Context: an optimization exercise on an open-source flow, tuned for a short achievable clock period and few clock cycles. The choices shown serve that exercise and are no tape-out recipe.
RTL that was checked went through simulation tests only; none was proved equivalent to the original.
No activity file was given, so power comes from the tool's default toggle rates.

==> inputs of job 515 <==
// armCore
module armCore (
    input  wire                      CLK,
    input  wire                      Reset,
    input  wire armPipePkg::wordT    instr,
    input  wire armPipePkg::wordT    readData,
    input  wire                      cacheReady,
    output armPipePkg::wordT         pc,
    output armPipePkg::wordT         aluResult,
    output armPipePkg::wordT         writeData,
    output logic                     cpuValid,
    output logic                     cpuOp
);
Settings: LEC_CHECK=0, CAP_MARGIN=40, CORE_MARGIN=2, CORE_UTILIZATION=40, SETUP_SLACK_MARGIN=3.5, SLEW_MARGIN=40; clock period 6.0 ns.
run.sh (not shown) runs the stock make flow with config.mk's settings and CLKGATE_MAP_FILE= SYNTH_SCRIPT=/design/flow/synth_recipe.tcl, a recipe that flattens the netlist after the stock synthesis.
==> inputs of job 8147, as changes to job 515 <==
--- a/flow/design.v
+++ b/flow/design.v
@@ -202,37 +202,58 @@
             end else begin : gPass
                 assign p[l][i] = p[l - 1][i];
             end
         end
     end
     assign y = x ^ {p[L][W-2:0], 1'b1};
 endmodule
 module armExecute (
-    input  wire armPipePkg::wordT      srcA,
+    input  wire armPipePkg::wordT      srcA,      
     input  wire armPipePkg::wordT      srcB,
     input  wire                        isSub,
     input  wire                        isLogic,
     input  wire                        isAnd,
     input  wire armIsaPkg::condT       cond,
     input  wire                        n,
     input  wire                        z,
     input  wire                        cFlag,
     input  wire                        vFlag,
-    output armPipePkg::wordT           sum,
     output armPipePkg::wordT           result,
+    output logic                       nOut,
+    output logic                       zOut,
     output logic                       cOut,
     output logic                       vOut,
     output logic                       condPass
 );
-    armPipePkg::wordT logicRes;
-    armAdder #(.W(32)) adder (.a(srcA), .b(srcB), .cin(isSub), .sum(sum), .cout(cOut));
+    armPipePkg::wordT sum, logicRes, x, g;
+    logic carry, zArith, zLogic;
+    armAdder #(.W(32)) adder (.a(srcA), .b(srcB), .cin(1'b0), .sum(sum), .cout(carry));
     assign logicRes = isAnd ? (srcA & srcB) : (srcA | srcB);
-    assign result = isLogic ? logicRes : sum;
+    assign result = isLogic ? logicRes : (sum ^ {32{isSub}});
+    assign nOut = result[31];
+    assign cOut = carry ^ isSub;
     assign vOut = ~(srcA[31] ^ srcB[31]) & (srcA[31] ^ sum[31]);
+    assign x = srcA ^ srcB;
+    assign g = srcA & srcB;
+    always_comb begin
+        if (isSub) begin
+            zArith = x[0];
+            for (int i = 0; i < 31; i++) begin
+                zArith = zArith & (x[i + 1] ^ (~x[i] & g[i]));
+            end
+        end else begin
+            zArith = ~x[0];
+            for (int i = 0; i < 31; i++) begin
+                zArith = zArith & ~(x[i + 1] ^ (x[i] | g[i]));
+            end
+        end
+    end
+    assign zLogic = (logicRes == '0);
+    assign zOut = isLogic ? zLogic : zArith;
     always_comb begin
         case (cond)
             armIsaPkg::EQ: condPass = z;
             armIsaPkg::NE: condPass = ~z;
             armIsaPkg::CS: condPass = cFlag;
             armIsaPkg::CC: condPass = ~cFlag;
             armIsaPkg::MI: condPass = n;
             armIsaPkg::PL: condPass = ~n;
@@ -261,24 +282,28 @@
     input  wire                      useRmD,
     input  wire                      useRdD,
     input  wire                      writeD,       
     input  wire                      loadE,
     input  wire armIsaPkg::regIdxT   wa3E,
     input  wire                      loadQ,
     input  wire armIsaPkg::regIdxT   waQ,
     input  wire                      cacheReady,
+    input  wire                      loadQ1,
+    input  wire armIsaPkg::regIdxT   waQ1,
     output logic                     stall
 );
-    logic hazE, hazQ;
+    logic hazE, hazQ, hazQ1;
     assign hazE = loadE && ((useRnD && rnD == wa3E) || (useRmD && rmD == wa3E)
                          || (writeD && rdD == wa3E));
     assign hazQ = loadQ && ((useRnD && rnD == waQ) || (useRmD && rmD == waQ)
                          || (useRdD && rdD == waQ) || (writeD && rdD == waQ));
-    assign stall = validD && (hazE || (hazQ && !cacheReady));
+    assign hazQ1 = loadQ1 && ((useRnD && rnD == waQ1) || (useRmD && rmD == waQ1)
+                           || (useRdD && rdD == waQ1) || (writeD && rdD == waQ1));
+    assign stall = validD && (hazE || hazQ1 || (hazQ && !cacheReady));
 endmodule
 `default_nettype wire
 `timescale 1ns/1ps
 `default_nettype none
 module armCore (
     input  wire                      CLK,
     input  wire                      Reset,
     input  wire armPipePkg::wordT    instr,
@@ -308,32 +333,35 @@
     logic hazStall;
     logic validE, predE, isMemE, isLoadE, isBranchE, aluWriteE, loadWriteE, flagWriteE;
     logic isArithE, isSubE, isLogicE, isAndE;
     armIsaPkg::condT condE;
     armIsaPkg::regIdxT wa3E;
     armPipePkg::wordT aE, bE, sE;
     logic [29:0] altE, alt2E;
     logic selAM, selBM, selSM, selSL;
-    armPipePkg::wordT srcA, srcB, storeData, sumE, resultE;
-    logic cOut, vOut, condPass;
-    logic regWriteM, flagSetM, arithM, cM, vM;
+    armPipePkg::wordT srcA, srcB, storeData, resultE;
+    logic nOut, zOut, cOut, vOut, condPass;
+    logic regWriteM, flagSetM, arithM, zM, cM, vM;
     armIsaPkg::regIdxT wa3M;
     armPipePkg::wordT aluResM;
-    armPipePkg::wordT zSaved;
-    logic cSaved, vSaved;
+    logic nSaved, zSaved, cSaved, vSaved;
     logic nFlag, zFlag, cFlag, vFlag;
-    armPipePkg::wordT memAddr, memData;
-    logic memWe;
-    armIsaPkg::regIdxT memWa;
-    logic memBusy, loadDone;
+    logic memWe, q1Valid, q1Op, q1We;
+    armIsaPkg::regIdxT memWa, q1Wa;
+    logic headA, headB;
+    logic [1:0] slotFromLoad;
+    armPipePkg::wordT slotAddr [0:1];
+    armPipePkg::wordT slotData [0:1];
+    logic memBusy, loadDone, memIssue;
     logic stallE, stallD, redirect, writeE;
     assign memBusy = cpuValid & ~cacheReady;
     assign loadDone = cpuValid & cpuOp & memWe & cacheReady;
-    assign stallE = validE & isMemE & memBusy;
+    assign stallE = validE & isMemE & memBusy & q1Valid;
+    assign memIssue = validE & isMemE & condPass & ~stallE;
     assign stallD = stallE | hazStall;
     assign writeE = validE & aluWriteE & condPass;
     assign redirect = validE & isBranchE & (condPass ^ predE);
     assign pc = {pcW, 2'b00};
     assign predF = baseOk && instr[27:26] == armIsaPkg::classBranch && instr[31:28] != 4'hF
                 && (instr[31:28] == armIsaPkg::AL || instr[23]);
     assign offF = {{6{instr[23]}}, instr[23:0]};
     armAdder #(.W(30)) tgtAdd (.a(base), .b(offF), .cin(1'b0), .sum(tgtF), .cout());
@@ -409,19 +437,20 @@
         .pcPlus8({pcD2, 2'b00}),
         .rd1(rd1D), .rd2(rd2D)
     );
     armHazard hazard (
         .validD(validD), .rnD(rnD), .rmD(rmD), .rdD(rdD),
         .useRnD(useRnD), .useRmD(useRmD), .useRdD(useRdD), .writeD(aluWriteD | loadWriteD),
         .loadE(validE & loadWriteE), .wa3E(wa3E),
         .loadQ(cpuValid & cpuOp & memWe), .waQ(memWa), .cacheReady(cacheReady),
+        .loadQ1(q1Valid & q1Op & q1We), .waQ1(q1Wa),
         .stall(hazStall)
     );
-    assign bD = (useImmD ? immD : rd2D) ^ {32{isSubD}};
+    assign bD = useImmD ? immD : rd2D;
     armAdder #(.W(30)) altAdd (.a(pcD2), .b({{6{instrD[23]}}, instrD[23:0]}), .cin(1'b0),
         .sum(tgtD), .cout());
     armAdder #(.W(30)) alt2Add (.a(pcD4), .b({{6{instrD[23]}}, instrD[23:0]}), .cin(1'b0),
         .sum(tgt2D), .cout());
     assign altD = predD ? pcD + 30'd1 : tgtD;
     assign alt2D = predD ? pcD + 30'd3 : tgt2D;
     always_ff @(posedge CLK or posedge Reset) begin
         if (Reset) begin
@@ -451,46 +480,49 @@
             loadWriteE <= loadWriteD;
             flagWriteE <= flagWriteD;
             isArithE <= isArithD;
             isSubE <= isSubD;
             isLogicE <= isLogicD;
             isAndE <= isAndD;
             condE <= armIsaPkg::condT'(instrD[31:28]);
             wa3E <= rdD;
-            aE <= rd1D;
+            aE <= rd1D ^ {32{isSubD}};
             bE <= bD;
             sE <= rd2D;
             altE <= altD;
             alt2E <= alt2D;
             selAM <= useRnD & writeE & rnD == wa3E;
             selBM <= useRmD & writeE & rmD == wa3E;
             selSM <= useRdD & writeE & rdD == wa3E;
             selSL <= useRdD & validE & loadWriteE & condPass & rdD == wa3E;
         end
     end
-    assign srcA = selAM ? aluResM : aE;
-    assign srcB = selBM ? (aluResM ^ {32{isSubE}}) : bE;
+    assign srcA = selAM ? (aluResM ^ {32{isSubE}}) : aE;
+    assign srcB = selBM ? aluResM : bE;
     assign storeData = selSM ? aluResM : selSL ? readData : sE;
     armExecute execute (
         .srcA(srcA), .srcB(srcB), .isSub(isSubE), .isLogic(isLogicE), .isAnd(isAndE),
         .cond(condE), .n(nFlag), .z(zFlag), .cFlag(cFlag), .vFlag(vFlag),
-        .sum(sumE), .result(resultE), .cOut(cOut), .vOut(vOut), .condPass(condPass)
+        .result(resultE), .nOut(nOut), .zOut(zOut), .cOut(cOut), .vOut(vOut),
+        .condPass(condPass)
     );
-    assign nFlag = flagSetM ? aluResM[31] : zSaved[31];
-    assign zFlag = flagSetM ? (aluResM == '0) : (zSaved == '0);
+    assign nFlag = flagSetM ? aluResM[31] : nSaved;
+    assign zFlag = flagSetM ? zM : zSaved;
     assign cFlag = (flagSetM & arithM) ? cM : cSaved;
     assign vFlag = (flagSetM & arithM) ? vM : vSaved;
     always_ff @(posedge CLK or posedge Reset) begin
         if (Reset) begin
-            zSaved <= 32'd1;
+            nSaved <= 1'b0;
+            zSaved <= 1'b0;
             cSaved <= 1'b0;
             vSaved <= 1'b0;
         end else if (flagSetM) begin
-            zSaved <= aluResM;
+            nSaved <= aluResM[31];
+            zSaved <= zM;
             if (arithM) begin
                 cSaved <= cM;
                 vSaved <= vM;
             end
         end
     end
     always_ff @(posedge CLK or posedge Reset) begin
         if (Reset) begin
@@ -500,31 +532,63 @@
             regWriteM <= writeE;
             flagSetM <= validE & flagWriteE & condPass;
         end
     end
     always_ff @(posedge CLK) begin
         aluResM <= resultE;
         wa3M <= wa3E;
         arithM <= isArithE;
+        zM <= zOut;
         cM <= cOut;
         vM <= vOut;
     end
     always_ff @(posedge CLK or posedge Reset) begin
         if (Reset) begin
             cpuValid <= 1'b0;
+            q1Valid <= 1'b0;
         end else if (!memBusy) begin
-            cpuValid <= validE & isMemE & condPass;
+            cpuValid <= q1Valid | memIssue;
+            q1Valid <= q1Valid & memIssue;
+        end else if (!q1Valid) begin
+            q1Valid <= memIssue;
         end
     end
     always_ff @(posedge CLK) begin
         if (!memBusy) begin
-            cpuOp <= isLoadE;
-            memAddr <= sumE;
-            memData <= storeData;
-            memWe <= loadWriteE;
-            memWa <= wa3E;
+            cpuOp <= q1Valid ? q1Op : isLoadE;
+            memWe <= q1Valid ? q1We : loadWriteE;
+            memWa <= q1Valid ? q1Wa : wa3E;
+        end
+        if (memBusy ? !q1Valid : q1Valid) begin
+            q1Op <= isLoadE;
+            q1We <= loadWriteE;
+            q1Wa <= wa3E;
+        end
+    end
+    always_ff @(posedge CLK or posedge Reset) begin
+        if (Reset) begin
+            headA <= 1'b1;
+            headB <= 1'b0;
+        end else if (cpuValid && cacheReady && q1Valid) begin
+            headA <= ~headA;
+            headB <= ~headB;
+        end
+    end
+    assign aluResult = headA ? slotAddr[0] : slotAddr[1];
+    assign writeData = headB ? slotData[1] : slotData[0];
+    for (genvar q = 0; q < 2; q++) begin : gSlot
+        logic isHead, fill;
+        assign isHead = (q == 0) ? headA : headB;
+        assign fill = isHead ? !memBusy : (memBusy && !q1Valid);
+        always_ff @(posedge CLK) begin
+            if (fill) begin
+                slotAddr[q] <= resultE;
+                slotData[q] <= storeData;
+                slotFromLoad[q] <= selSL & (memBusy | q1Valid);
+            end else if (slotFromLoad[q] && cpuValid && cacheReady) begin
+                slotData[q] <= readData;
+                slotFromLoad[q] <= 1'b0;
+            end
         end
     end
-    assign aluResult = memAddr;
-    assign writeData = memData;
 endmodule
 `default_nettype wire
CELL_PAD_IN_SITES_DETAIL_PLACEMENT = 1   (was not set)
CELL_PAD_IN_SITES_GLOBAL_PLACEMENT = 2   (was not set)
==> flow_metrics.py <==
metrics = {
    "status": {
        "status": "timing/DRC/antenna clean",
    },
    "timing": {
        "max_freq_mhz": 280,
    },
    "detailed_routing": {
        "viasPerCell": 6.61,
        "drt-met1-wl_mm": 96.0,
    },
    "power": {
        "irDropWorstVdd_mv": 0.305,
        "leakagePower_nw": 28.8,
    },
    "critical_path": {
        "r2r_start": "selAM",
    },
    "logic_synthesis": {
        "yosysWarnings": 12,
    },
    "place": {
        "dp_cells": 7524,
    },
}
# the run above: job 515

==> flow_metrics.py <==
metrics = {
    "floorplan": {
        "die-area_um2": 165000,
    },
    "layout": {
        "buffer_area_share_pct": 12.3,
    },
    "logic_synthesis": {
        "yosysWarnings": 14,
    },
    "detailed_routing": {
        "drt-met1-wl_mm": 126,
        "viasPerCell": 6.49,
    },
    "critical_path": {
        "r2r_start": "isSubE",
    },
    "timing": {
        "max_freq_mhz": 275,
    },
    "status": {
        "status": "timing/DRC/antenna clean",
    },
    "place": {
        "dp_cells": 7974,
    },
    "power": {
        "irDropWorstVdd_mv": 0.315,
        "leakagePower_nw": 32.8,
    },
}
# the run above: job 8147

Testbench counts of job 8147, summed over its fixed seeds: cycles 24,109.
No functional check of the RTL was part of job 515.

---

==> build 31: inputs <==
armCore, a different RTL version from the one above (not shown whole).
Settings: LEC_CHECK=0, ABC_CLOCK_PERIOD_IN_PS=2500, CAP_MARGIN=20, CORE_MARGIN=2, CORE_UTILIZATION=40, SETUP_SLACK_MARGIN=3.0, SLEW_MARGIN=20; clock period 6.0 ns.
==> build 32: changes against build 31 <==
ABC_CLOCK_PERIOD_IN_PS = 1500   (was 2500)
SETUP_SLACK_MARGIN = 4.0   (was 3.0)
==> summary.txt <==
Final layout
  – Post-route cell area: 0.0727 sq mm
  – Non-clk bufs: 791
  – Antenna Cells: 3
  – Clock buf count: 126
  – Seq area share: 38.8%

STA
  – Worst slew margin: 26.7%
  – Setup ws final: 1780 ps
  – Worst-Margin Slew: 1100 ps

Power
  – Clk pwr: 6.64 mW
  – Sw power: 18.4 mW
  – Comb pwr share: 55.5%
  – Internal: 25.5 mW

Global routing
  – Tot GR Track Use: 27.5%

Place
  – Post-DP HPWL: 112 mm

Drt
  – Post-Route WL: 202 mm
  – Metal3 WL: 18.1 mm

Hold path
  – Worst Min Path Start: instrD[31]

Outcome
  – Status: complete, no violations
the above is filed under build 31

==> summary.txt <==
Power
  – Comb pwr share: 57.4%
  – Internal: 26.6 mW
  – Top power group: combinational cells
  – Sw power: 19.2 mW

Drt
  – Metal3 WL: 20.1 mm

Global routing
  – Number of global-route vias before repair: 44700
  – Tot GR Track Use: 29.0%

Outcome
  – Status: complete, no violations

Clock tree
  – Clk root buf: clkbuf_16

STA
  – Worst slew margin: 34.4%
  – Setup ws final: 1840 ps

Final layout
  – Most common cell after layout, fill and taps aside: edfxtp_1
  – Seq area share: 37.0%
  – Post-route cell area: 0.0764 sq mm

Hold path
  – Worst Min Path Start: instrD[30]

Synth
  – Post-synthesis simple-gate area fraction: 10.6%

Floorplanning
  – Die Span X: 375 microns
the above is filed under build 32

No run of this note included a check of the RTL's function; only the layout flow was run.

---

==> xenon: inputs <==
Another version of the RTL of armCore (not shown whole).
==> flow/config.mk <==
export PLATFORM = sky130hd
export DESIGN_NAME = armCore
export DESIGN_NICKNAME = armCore
export VERILOG_FILES = /design/flow/design.v
export SDC_FILE = /design/flow/constraint.sdc
export NUM_CORES = 4
export LEC_CHECK = 0
export CAP_MARGIN = 20
export CELL_PAD_IN_SITES_DETAIL_PLACEMENT = 1
export CELL_PAD_IN_SITES_GLOBAL_PLACEMENT = 2
export CORE_MARGIN = 2
export CORE_UTILIZATION = 40
export SETUP_SLACK_MARGIN = 3.5
export SLEW_MARGIN = 20
==> flow/constraint.sdc <==
create_clock -name core_clock -period 6.0 [get_ports {CLK}]
set_input_delay 1.2000 -clock core_clock [delete_from_list [all_inputs] [get_ports {CLK}]]
set_output_delay 1.2000 -clock core_clock [all_outputs]
set_load 0.01 [all_outputs]
==> pepper: changes against xenon <==
==> flow/config.mk (replaced) <==
export PLATFORM = sky130hd
export DESIGN_NAME = armCore
export DESIGN_NICKNAME = armCore
export VERILOG_FILES = /design/flow/design.v
export SDC_FILE = /design/flow/constraint.sdc
export NUM_CORES = 4
export LEC_CHECK = 0
export CAP_MARGIN = 20
export CORE_MARGIN = 2
export CORE_UTILIZATION = 40
export SETUP_SLACK_MARGIN = 3.5
export SLEW_MARGIN = 20
==> lagoon: changes against xenon <==
--- a/flow/design.v
+++ b/flow/design.v
@@ -152,12 +152,13 @@
 `default_nettype none
 module armAdder #(parameter int W = 32) (
     input  wire [W-1:0]  a,
     input  wire [W-1:0]  b,
     input  wire          cin,
     output logic [W-1:0] sum,
+    output logic [W-1:0] carry,     
     output logic         cout
 );
     localparam int N = W + 1;
     localparam int L = (N > 32) ? 6 : (N > 16) ? 5 : (N > 8) ? 4 : 3;
     logic [N-1:0] g [0:L];
     logic [N-1:0] p [0:L];
@@ -173,13 +174,14 @@
             end else begin : gPass
                 assign g[l][i] = g[l - 1][i];
                 assign p[l][i] = p[l - 1][i];
             end
         end
     end
-    assign sum = x ^ g[L][W-1:0];
+    assign carry = g[L][W-1:0];
+    assign sum = x ^ carry;
     assign cout = g[L][W];
 endmodule
 module armInc #(parameter int W = 30) (
     input  wire [W-1:0]  x,
     output logic [W-1:0] y
 );
@@ -206,28 +208,32 @@
     input  wire armIsaPkg::condT       cond,
     input  wire                        n,
     input  wire                        z,
     input  wire                        cFlag,
     input  wire                        vFlag,
     output armPipePkg::wordT           result,
+    output armPipePkg::wordT           addr,      
     output logic                       nOut,
     output logic                       zOut,
     output logic                       cOut,
     output logic                       vOut,
     output logic                       condPass
 );
-    armPipePkg::wordT sum, logicRes, x, g;
+    armPipePkg::wordT sum, carries, logicRes, x, g, y;
     logic carry, zArith, zLogic;
-    armAdder #(.W(32)) adder (.a(srcA), .b(srcB), .cin(1'b0), .sum(sum), .cout(carry));
-    assign logicRes = isAnd ? (srcA & srcB) : (srcA | srcB);
-    assign result = isLogic ? logicRes : (sum ^ {32{isSub}});
+    armAdder #(.W(32)) adder (.a(srcA), .b(srcB), .cin(1'b0), .sum(sum), .carry(carries),
+        .cout(carry));
+    assign x = srcA ^ srcB;
+    assign g = srcA & srcB;
+    assign logicRes = isAnd ? g : (srcA | srcB);
+    assign y = isLogic ? logicRes : (x ^ {32{isSub}});
+    assign result = y ^ (carries & {32{~isLogic}});
+    assign addr = (x ^ {32{isSub}}) ^ carries;
     assign nOut = result[31];
     assign cOut = carry ^ isSub;
     assign vOut = ~(srcA[31] ^ srcB[31]) & (srcA[31] ^ sum[31]);
-    assign x = srcA ^ srcB;
-    assign g = srcA & srcB;
     always_comb begin
         if (isSub) begin
             zArith = x[0];
             for (int i = 0; i < 31; i++) begin
                 zArith = zArith & (x[i + 1] ^ (~x[i] & g[i]));
             end
@@ -275,20 +281,24 @@
     input  wire                      writeD,       
     input  wire                      loadE,
     input  wire armIsaPkg::regIdxT   wa3E,
     input  wire                      loadQ,
     input  wire armIsaPkg::regIdxT   waQ,
     input  wire                      cacheReady,
+    input  wire                      loadQ1,
+    input  wire armIsaPkg::regIdxT   waQ1,
     output logic                     stall
 );
-    logic hazE, hazQ;
+    logic hazE, hazQ, hazQ1;
     assign hazE = loadE && ((useRnD && rnD == wa3E) || (useRmD && rmD == wa3E)
                          || (writeD && rdD == wa3E));
     assign hazQ = loadQ && ((useRnD && rnD == waQ) || (useRmD && rmD == waQ)
                          || (useRdD && rdD == waQ) || (writeD && rdD == waQ));
-    assign stall = validD && (hazE || (hazQ && !cacheReady));
+    assign hazQ1 = loadQ1 && ((useRnD && rnD == waQ1) || (useRmD && rmD == waQ1)
+                           || (useRdD && rdD == waQ1) || (writeD && rdD == waQ1));
+    assign stall = validD && (hazE || hazQ1 || (hazQ && !cacheReady));
 endmodule
 `default_nettype wire
 `timescale 1ns/1ps
 `default_nettype none
 module armCore (
     input  wire                      CLK,
@@ -321,36 +331,40 @@
     logic validE, predE, isMemE, isLoadE, isBranchE, aluWriteE, loadWriteE, flagWriteE;
     logic isArithE, isSubE, isLogicE, isAndE;
     armIsaPkg::condT condE;
     armIsaPkg::regIdxT wa3E;
     armPipePkg::wordT aE, bE, sE;
     logic [29:0] altE, alt2E;
-    logic selAM, selBM, selSM, selSL;
-    armPipePkg::wordT srcA, srcB, storeData, resultE;
+    logic selAMp, selAMn, selBM, selSM, selSL;
+    armPipePkg::wordT srcA, srcB, storeData, resultE, addrE;
     logic nOut, zOut, cOut, vOut, condPass;
     logic regWriteM, flagSetM, arithM, zM, cM, vM;
     armIsaPkg::regIdxT wa3M;
-    armPipePkg::wordT aluResM;
+    armPipePkg::wordT aluResM, aluResMn;
     logic nSaved, zSaved, cSaved, vSaved;
     logic nFlag, zFlag, cFlag, vFlag;
-    armPipePkg::wordT memAddr, memData;
-    logic memWe;
-    armIsaPkg::regIdxT memWa;
-    logic memBusy, loadDone;
+    logic memWe, q1Valid, q1Op, q1We;
+    armIsaPkg::regIdxT memWa, q1Wa;
+    logic headA, headB;
+    logic [1:0] slotFromLoad;
+    armPipePkg::wordT slotAddr [0:1];
+    armPipePkg::wordT slotData [0:1];
+    logic memBusy, loadDone, memIssue;
     logic stallE, stallD, redirect, writeE;
     assign memBusy = cpuValid & ~cacheReady;
     assign loadDone = cpuValid & cpuOp & memWe & cacheReady;
-    assign stallE = validE & isMemE & memBusy;
+    assign stallE = validE & isMemE & memBusy & q1Valid;
+    assign memIssue = validE & isMemE & condPass & ~stallE;
     assign stallD = stallE | hazStall;
     assign writeE = validE & aluWriteE & condPass;
     assign redirect = validE & isBranchE & (condPass ^ predE);
     assign pc = {pcW, 2'b00};
     assign predF = baseOk && instr[27:26] == armIsaPkg::classBranch && instr[31:28] != 4'hF
                 && (instr[31:28] == armIsaPkg::AL || instr[23]);
     assign offF = {{6{instr[23]}}, instr[23:0]};
-    armAdder #(.W(30)) tgtAdd (.a(base), .b(offF), .cin(1'b0), .sum(tgtF), .cout());
+    armAdder #(.W(30)) tgtAdd (.a(base), .b(offF), .cin(1'b0), .sum(tgtF), .carry(), .cout());
     armInc #(.W(30)) pcInc (.x(pcW), .y(pcW1));
     armInc #(.W(30)) baseInc (.x(base), .y(base1));
     assign pcW2F = pcW + 30'd2;
     assign pcW3 = pcW + 30'd3;
     assign pcW4F = pcW + 30'd4;
     always_ff @(posedge CLK or posedge Reset) begin
@@ -422,12 +436,13 @@
     );
     armHazard hazard (
         .validD(validD), .rnD(rnD), .rmD(rmD), .rdD(rdD),
         .useRnD(useRnD), .useRmD(useRmD), .useRdD(useRdD), .writeD(aluWriteD | loadWriteD),
         .loadE(validE & loadWriteE), .wa3E(wa3E),
         .loadQ(cpuValid & cpuOp & memWe), .waQ(memWa), .cacheReady(cacheReady),
+        .loadQ1(q1Valid & q1Op & q1We), .waQ1(q1Wa),
         .stall(hazStall)
     );
     assign bD = useImmD ? immD : rd2D;
     assign altD = predD ? pcD + 30'd1 : pcD2 + {{6{instrD[23]}}, instrD[23:0]};
     assign alt2D = predD ? pcD + 30'd3 : pcD4 + {{6{instrD[23]}}, instrD[23:0]};
     always_ff @(posedge CLK or posedge Reset) begin
@@ -440,13 +455,14 @@
         end
     end
     always_ff @(posedge CLK) begin
         if (stallE) begin
             aE <= srcA;
             bE <= srcB;
-            selAM <= 1'b0;
+            selAMp <= 1'b0;
+            selAMn <= 1'b0;
             selBM <= 1'b0;
             if (!selSL) begin
                 sE <= storeData;
                 selSM <= 1'b0;
             end
         end else begin
@@ -465,25 +481,26 @@
             wa3E <= rdD;
             aE <= rd1D ^ {32{isSubD}};
             bE <= bD;
             sE <= rd2D;
             altE <= altD;
             alt2E <= alt2D;
-            selAM <= useRnD & writeE & rnD == wa3E;
+            selAMp <= useRnD & writeE & rnD == wa3E & ~isSubD;
+            selAMn <= useRnD & writeE & rnD == wa3E & isSubD;
             selBM <= useRmD & writeE & rmD == wa3E;
             selSM <= useRdD & writeE & rdD == wa3E;
             selSL <= useRdD & validE & loadWriteE & condPass & rdD == wa3E;
         end
     end
-    assign srcA = selAM ? (aluResM ^ {32{isSubE}}) : aE;
+    assign srcA = selAMp ? aluResM : selAMn ? aluResMn : aE;
     assign srcB = selBM ? aluResM : bE;
     assign storeData = selSM ? aluResM : selSL ? readData : sE;
     armExecute execute (
         .srcA(srcA), .srcB(srcB), .isSub(isSubE), .isLogic(isLogicE), .isAnd(isAndE),
         .cond(condE), .n(nFlag), .z(zFlag), .cFlag(cFlag), .vFlag(vFlag),
-        .result(resultE), .nOut(nOut), .zOut(zOut), .cOut(cOut), .vOut(vOut),
+        .result(resultE), .addr(addrE), .nOut(nOut), .zOut(zOut), .cOut(cOut), .vOut(vOut),
         .condPass(condPass)
     );
     assign nFlag = flagSetM ? aluResM[31] : nSaved;
     assign zFlag = flagSetM ? zM : zSaved;
     assign cFlag = (flagSetM & arithM) ? cM : cSaved;
     assign vFlag = (flagSetM & arithM) ? vM : vSaved;
@@ -510,32 +527,64 @@
             regWriteM <= writeE;
             flagSetM <= validE & flagWriteE & condPass;
         end
     end
     always_ff @(posedge CLK) begin
         aluResM <= resultE;
+        aluResMn <= ~resultE;
         wa3M <= wa3E;
         arithM <= isArithE;
         zM <= zOut;
         cM <= cOut;
         vM <= vOut;
     end
     always_ff @(posedge CLK or posedge Reset) begin
         if (Reset) begin
             cpuValid <= 1'b0;
+            q1Valid <= 1'b0;
         end else if (!memBusy) begin
-            cpuValid <= validE & isMemE & condPass;
+            cpuValid <= q1Valid | memIssue;
+            q1Valid <= q1Valid & memIssue;
+        end else if (!q1Valid) begin
+            q1Valid <= memIssue;
         end
     end
     always_ff @(posedge CLK) begin
         if (!memBusy) begin
-            cpuOp <= isLoadE;
-            memAddr <= resultE;
-            memData <= storeData;
-            memWe <= loadWriteE;
-            memWa <= wa3E;
+            cpuOp <= q1Valid ? q1Op : isLoadE;
+            memWe <= q1Valid ? q1We : loadWriteE;
+            memWa <= q1Valid ? q1Wa : wa3E;
+        end
+        if (memBusy ? !q1Valid : q1Valid) begin
+            q1Op <= isLoadE;
+            q1We <= loadWriteE;
+            q1Wa <= wa3E;
+        end
+    end
+    always_ff @(posedge CLK or posedge Reset) begin
+        if (Reset) begin
+            headA <= 1'b1;
+            headB <= 1'b0;
+        end else if (cpuValid && cacheReady && q1Valid) begin
+            headA <= ~headA;
+            headB <= ~headB;
+        end
+    end
+    assign aluResult = ({32{headA}} & slotAddr[0]) | ({32{headB}} & slotAddr[1]);
+    assign writeData = ({32{headA}} & slotData[0]) | ({32{headB}} & slotData[1]);
+    for (genvar q = 0; q < 2; q++) begin : gSlot
+        logic isHead, fill;
+        assign isHead = (q == 0) ? headA : headB;
+        assign fill = isHead ? !memBusy : (memBusy && !q1Valid);
+        always_ff @(posedge CLK) begin
+            if (fill) begin
+                slotAddr[q] <= addrE;
+                slotData[q] <= storeData;
+                slotFromLoad[q] <= selSL & (memBusy | q1Valid);
+            end else if (slotFromLoad[q] && cpuValid && cacheReady) begin
+                slotData[q] <= readData;
+                slotFromLoad[q] <= 1'b0;
+            end
         end
     end
-    assign aluResult = memAddr;
-    assign writeData = memData;
 endmodule
 `default_nettype wire
==> flow/config.mk (replaced) <==
export PLATFORM = sky130hd
export DESIGN_NAME = armCore
export DESIGN_NICKNAME = armCore
export VERILOG_FILES = /design/flow/design.v
export SDC_FILE = /design/flow/constraint.sdc
export NUM_CORES = 4
export LEC_CHECK = 0
export CAP_MARGIN = 40
export CELL_PAD_IN_SITES_DETAIL_PLACEMENT = 1
export CELL_PAD_IN_SITES_GLOBAL_PLACEMENT = 2
export CORE_MARGIN = 2
export CORE_UTILIZATION = 40
export SETUP_SLACK_MARGIN = 3.5
export SLEW_MARGIN = 40
==> raven: changes against xenon <==
--- a/flow/design.v
+++ b/flow/design.v
@@ -195,54 +195,33 @@
             end
         end
     end
     assign y = x ^ {p[L][W-2:0], 1'b1};
 endmodule
 module armExecute (
-    input  wire armPipePkg::wordT      srcA,      
+    input  wire armPipePkg::wordT      srcA,
     input  wire armPipePkg::wordT      srcB,
     input  wire                        isSub,
     input  wire                        isLogic,
     input  wire                        isAnd,
     input  wire armIsaPkg::condT       cond,
     input  wire                        n,
     input  wire                        z,
     input  wire                        cFlag,
     input  wire                        vFlag,
+    output armPipePkg::wordT           sum,
     output armPipePkg::wordT           result,
-    output logic                       nOut,
-    output logic                       zOut,
     output logic                       cOut,
     output logic                       vOut,
     output logic                       condPass
 );
-    armPipePkg::wordT sum, logicRes, x, g;
-    logic carry, zArith, zLogic;
-    armAdder #(.W(32)) adder (.a(srcA), .b(srcB), .cin(1'b0), .sum(sum), .cout(carry));
+    armPipePkg::wordT logicRes;
+    armAdder #(.W(32)) adder (.a(srcA), .b(srcB), .cin(isSub), .sum(sum), .cout(cOut));
     assign logicRes = isAnd ? (srcA & srcB) : (srcA | srcB);
-    assign result = isLogic ? logicRes : (sum ^ {32{isSub}});
-    assign nOut = result[31];
-    assign cOut = carry ^ isSub;
+    assign result = isLogic ? logicRes : sum;
     assign vOut = ~(srcA[31] ^ srcB[31]) & (srcA[31] ^ sum[31]);
-    assign x = srcA ^ srcB;
-    assign g = srcA & srcB;
-    always_comb begin
-        if (isSub) begin
-            zArith = x[0];
-            for (int i = 0; i < 31; i++) begin
-                zArith = zArith & (x[i + 1] ^ (~x[i] & g[i]));
-            end
-        end else begin
-            zArith = ~x[0];
-            for (int i = 0; i < 31; i++) begin
-                zArith = zArith & ~(x[i + 1] ^ (x[i] | g[i]));
-            end
-        end
-    end
-    assign zLogic = (logicRes == '0);
-    assign zOut = isLogic ? zLogic : zArith;
     always_comb begin
         case (cond)
             armIsaPkg::EQ: condPass = z;
             armIsaPkg::NE: condPass = ~z;
             armIsaPkg::CS: condPass = cFlag;
             armIsaPkg::CC: condPass = ~cFlag;
@@ -322,18 +301,19 @@
     logic isArithE, isSubE, isLogicE, isAndE;
     armIsaPkg::condT condE;
     armIsaPkg::regIdxT wa3E;
     armPipePkg::wordT aE, bE, sE;
     logic [29:0] altE, alt2E;
     logic selAM, selBM, selSM, selSL;
-    armPipePkg::wordT srcA, srcB, storeData, resultE;
-    logic nOut, zOut, cOut, vOut, condPass;
-    logic regWriteM, flagSetM, arithM, zM, cM, vM;
+    armPipePkg::wordT srcA, srcB, storeData, sumE, resultE;
+    logic cOut, vOut, condPass;
+    logic regWriteM, flagSetM, arithM, cM, vM;
     armIsaPkg::regIdxT wa3M;
     armPipePkg::wordT aluResM;
-    logic nSaved, zSaved, cSaved, vSaved;
+    armPipePkg::wordT zSaved;
+    logic cSaved, vSaved;
     logic nFlag, zFlag, cFlag, vFlag;
     armPipePkg::wordT memAddr, memData;
     logic memWe;
     armIsaPkg::regIdxT memWa;
     logic memBusy, loadDone;
     logic stallE, stallD, redirect, writeE;
@@ -424,13 +404,13 @@
         .validD(validD), .rnD(rnD), .rmD(rmD), .rdD(rdD),
         .useRnD(useRnD), .useRmD(useRmD), .useRdD(useRdD), .writeD(aluWriteD | loadWriteD),
         .loadE(validE & loadWriteE), .wa3E(wa3E),
         .loadQ(cpuValid & cpuOp & memWe), .waQ(memWa), .cacheReady(cacheReady),
         .stall(hazStall)
     );
-    assign bD = useImmD ? immD : rd2D;
+    assign bD = (useImmD ? immD : rd2D) ^ {32{isSubD}};
     assign altD = predD ? pcD + 30'd1 : pcD2 + {{6{instrD[23]}}, instrD[23:0]};
     assign alt2D = predD ? pcD + 30'd3 : pcD4 + {{6{instrD[23]}}, instrD[23:0]};
     always_ff @(posedge CLK or posedge Reset) begin
         if (Reset) begin
             validE <= 1'b0;
         end else if (redirect) begin
@@ -460,45 +440,42 @@
             isArithE <= isArithD;
             isSubE <= isSubD;
             isLogicE <= isLogicD;
             isAndE <= isAndD;
             condE <= armIsaPkg::condT'(instrD[31:28]);
             wa3E <= rdD;
-            aE <= rd1D ^ {32{isSubD}};
+            aE <= rd1D;
             bE <= bD;
             sE <= rd2D;
             altE <= altD;
             alt2E <= alt2D;
             selAM <= useRnD & writeE & rnD == wa3E;
             selBM <= useRmD & writeE & rmD == wa3E;
             selSM <= useRdD & writeE & rdD == wa3E;
             selSL <= useRdD & validE & loadWriteE & condPass & rdD == wa3E;
         end
     end
-    assign srcA = selAM ? (aluResM ^ {32{isSubE}}) : aE;
-    assign srcB = selBM ? aluResM : bE;
+    assign srcA = selAM ? aluResM : aE;
+    assign srcB = selBM ? (aluResM ^ {32{isSubE}}) : bE;
     assign storeData = selSM ? aluResM : selSL ? readData : sE;
     armExecute execute (
         .srcA(srcA), .srcB(srcB), .isSub(isSubE), .isLogic(isLogicE), .isAnd(isAndE),
         .cond(condE), .n(nFlag), .z(zFlag), .cFlag(cFlag), .vFlag(vFlag),
-        .result(resultE), .nOut(nOut), .zOut(zOut), .cOut(cOut), .vOut(vOut),
-        .condPass(condPass)
+        .sum(sumE), .result(resultE), .cOut(cOut), .vOut(vOut), .condPass(condPass)
     );
-    assign nFlag = flagSetM ? aluResM[31] : nSaved;
-    assign zFlag = flagSetM ? zM : zSaved;
+    assign nFlag = flagSetM ? aluResM[31] : zSaved[31];
+    assign zFlag = flagSetM ? (aluResM == '0) : (zSaved == '0);
     assign cFlag = (flagSetM & arithM) ? cM : cSaved;
     assign vFlag = (flagSetM & arithM) ? vM : vSaved;
     always_ff @(posedge CLK or posedge Reset) begin
         if (Reset) begin
-            nSaved <= 1'b0;
-            zSaved <= 1'b0;
+            zSaved <= 32'd1;
             cSaved <= 1'b0;
             vSaved <= 1'b0;
         end else if (flagSetM) begin
-            nSaved <= aluResM[31];
-            zSaved <= zM;
+            zSaved <= aluResM;
             if (arithM) begin
                 cSaved <= cM;
                 vSaved <= vM;
             end
         end
     end
@@ -512,13 +489,12 @@
         end
     end
     always_ff @(posedge CLK) begin
         aluResM <= resultE;
         wa3M <= wa3E;
         arithM <= isArithE;
-        zM <= zOut;
         cM <= cOut;
         vM <= vOut;
     end
     always_ff @(posedge CLK or posedge Reset) begin
         if (Reset) begin
             cpuValid <= 1'b0;
@@ -526,13 +502,13 @@
             cpuValid <= validE & isMemE & condPass;
         end
     end
     always_ff @(posedge CLK) begin
         if (!memBusy) begin
             cpuOp <= isLoadE;
-            memAddr <= resultE;
+            memAddr <= sumE;
             memData <= storeData;
             memWe <= loadWriteE;
             memWa <= wa3E;
         end
     end
     assign aluResult = memAddr;
==> flow/config.mk (replaced) <==
export PLATFORM = sky130hd
export DESIGN_NAME = armCore
export DESIGN_NICKNAME = armCore
export VERILOG_FILES = /design/flow/design.v
export SDC_FILE = /design/flow/constraint.sdc
export NUM_CORES = 4
export LEC_CHECK = 0
export CAP_MARGIN = 20
export CORE_MARGIN = 2
export CORE_UTILIZATION = 40
export SETUP_SLACK_MARGIN = 3.5
export SLEW_MARGIN = 20
==> results_dict.tcl <==
set metrics [dict create \
    worstPathArrival_ns 4.34 \
    die_h_um 393 \
    seq_share_pct 35.0 \
    die_x_um 393 \
    nNonClkBuffers 944 \
    power.share.clock_pct 20.8 \
    placed_cells 7463 \
    ys_seq_area_share_pct 46.8 \
    dpl.hpwl_um 198000 \
    grt_pass1_vias 54100 \
    outcome "timing/DRC/antenna clean" \
    synth_area_leaders "edfxtp_1 (40%), mux2_2 (9.3%), ha_1 (3.9%), xnor2_1 (3.7%), mux2i_1 (3.7%)" \
    timing.rr.start "isSubE$_DFFE_PN_" \
    htreeDepth 3 \
    slew_headroom_pct 14.6 \
    worst_pin_slew_ns 1.28 \
    wl_um 317000 \
    place.gp.congestion 0.946 \
    cts_resized 1374 \
    final.clkbuf_count 148 \
]
# the run above: xenon

==> results_dict.tcl <==
set metrics [dict create \
    grt_pass1_vias 57500 \
    dpl.hpwl_um 205000 \
    worst_pin_slew_ns 1.05 \
    die_x_um 406 \
    nNonClkBuffers 1007 \
    outcome "timing/DRC/antenna clean" \
    synth_area_leaders "edfxtp_1 (41%), mux2_2 (8.6%), dfxtp_1 (4.3%), mux2i_1 (3.5%), xnor2_1 (3.3%)" \
    cts_resized 1508 \
    die_h_um 406 \
    wl_um 336000 \
]
# the run above: lagoon

==> results_dict.tcl <==
set metrics [dict create \
    outcome "timing/DRC/antenna clean" \
    synth_area_leaders "edfxtp_1 (40%), mux2_2 (9.3%), ha_1 (3.9%), xnor2_1 (3.7%), mux2i_1 (3.7%)" \
    place.gp.congestion 0.977 \
    slew_headroom_pct 25.1 \
    wl_um 289000 \
    placed_cells 7405 \
    seq_share_pct 35.3 \
    nNonClkBuffers 951 \
    die_h_um 393 \
    worst_pin_slew_ns 1.12 \
    worstPathArrival_ns 4.22 \
    grt_pass1_vias 51100 \
    final.clkbuf_count 148 \
    multi_input_area_share_pct 42.8 \
    ys_seq_area_share_pct 46.8 \
    die_x_um 393 \
    timing.rr.start "isSubE$_DFFE_PN_" \
    dpl.hpwl_um 167000 \
    power.share.clock_pct 20.1 \
]
# the run above: pepper

==> results_dict.tcl <==
set metrics [dict create \
    outcome "timing/DRC/antenna clean" \
    die_x_um 392 \
    ys_seq_area_share_pct 48.3 \
    timing.rr.start "isSubE$_DFFE_PN_" \
    slew_headroom_pct 24.4 \
    place.gp.congestion 0.949 \
    nNonClkBuffers 841 \
    die_h_um 392 \
    seq_share_pct 37.0 \
    cts_resized 1195 \
]
# the run above: raven

Testbench counts of xenon, summed over its fixed seeds: cycles 24,621.
Testbench counts of pepper, summed over its fixed seeds: cycles 24,621.
Testbench counts of raven, summed over its fixed seeds: cycles 24,621.
No functional check of the RTL was part of lagoon.

-- separate check: timing with driven ports --
No port has a modelled driver above. Below, the same layouts with a new extraction and two added sets of constraints. Step 1 (the two cells are an assumption about what drives the block):
set clk [get_ports {CLK}]
set_driving_cell -lib_cell sky130_fd_sc_hd__clkbuf_16 $clk
set_driving_cell -lib_cell sky130_fd_sc_hd__buf_2 [delete_from_list [all_inputs] $clk]
Step 2 moves the port delays by t, midway between the first and last clock arrival at a register: inputs arrive t later, outputs are due t later. That takes back most of the time a late clock gives input paths. Slacks: ideal / step 1 / step 2; pairs: ideal / step 1.
run	t, ns	setup WS [ns]	hold slack, ns	worst setup path at the end	worst register clock-pin slew, ns
job 515	0.821	2.434 / 2.434 / 2.003	0.346 / 0.346 / 0.346	input to register	0.07 / 0.07
job 8147	0.874	2.359 / 2.359 / 1.727	0.348 / 0.348 / 0.348	input to register	0.07 / 0.07
build 31	0.762	1.776 / 1.776 / 1.505	0.418 / 0.418 / 0.418	input to register	0.07 / 0.07
build 32	0.799	1.839 / 1.839 / 1.394	0.419 / 0.419 / 0.419	input to register	0.07 / 0.07
xenon	0.859	2.192 / 2.192 / 2.022	0.354 / 0.354 / 0.354	input to register	0.07 / 0.07
pepper	0.845	2.311 / 2.311 / 2.118	0.350 / 0.350 / 0.350	input to register	0.07 / 0.07
lagoon	0.873	2.151 / 2.151 / 2.116	0.340 / 0.340 / 0.340	input to register	0.07 / 0.07
raven	0.822	2.440 / 2.440 / 1.847	0.344 / 0.344 / 0.344	input to register	0.07 / 0.07
After both steps every run listed still meets setup and hold. The setup slack of job 8147, which loses most, moves by 0.000 ns with the drivers and by -0.632 ns with both steps.
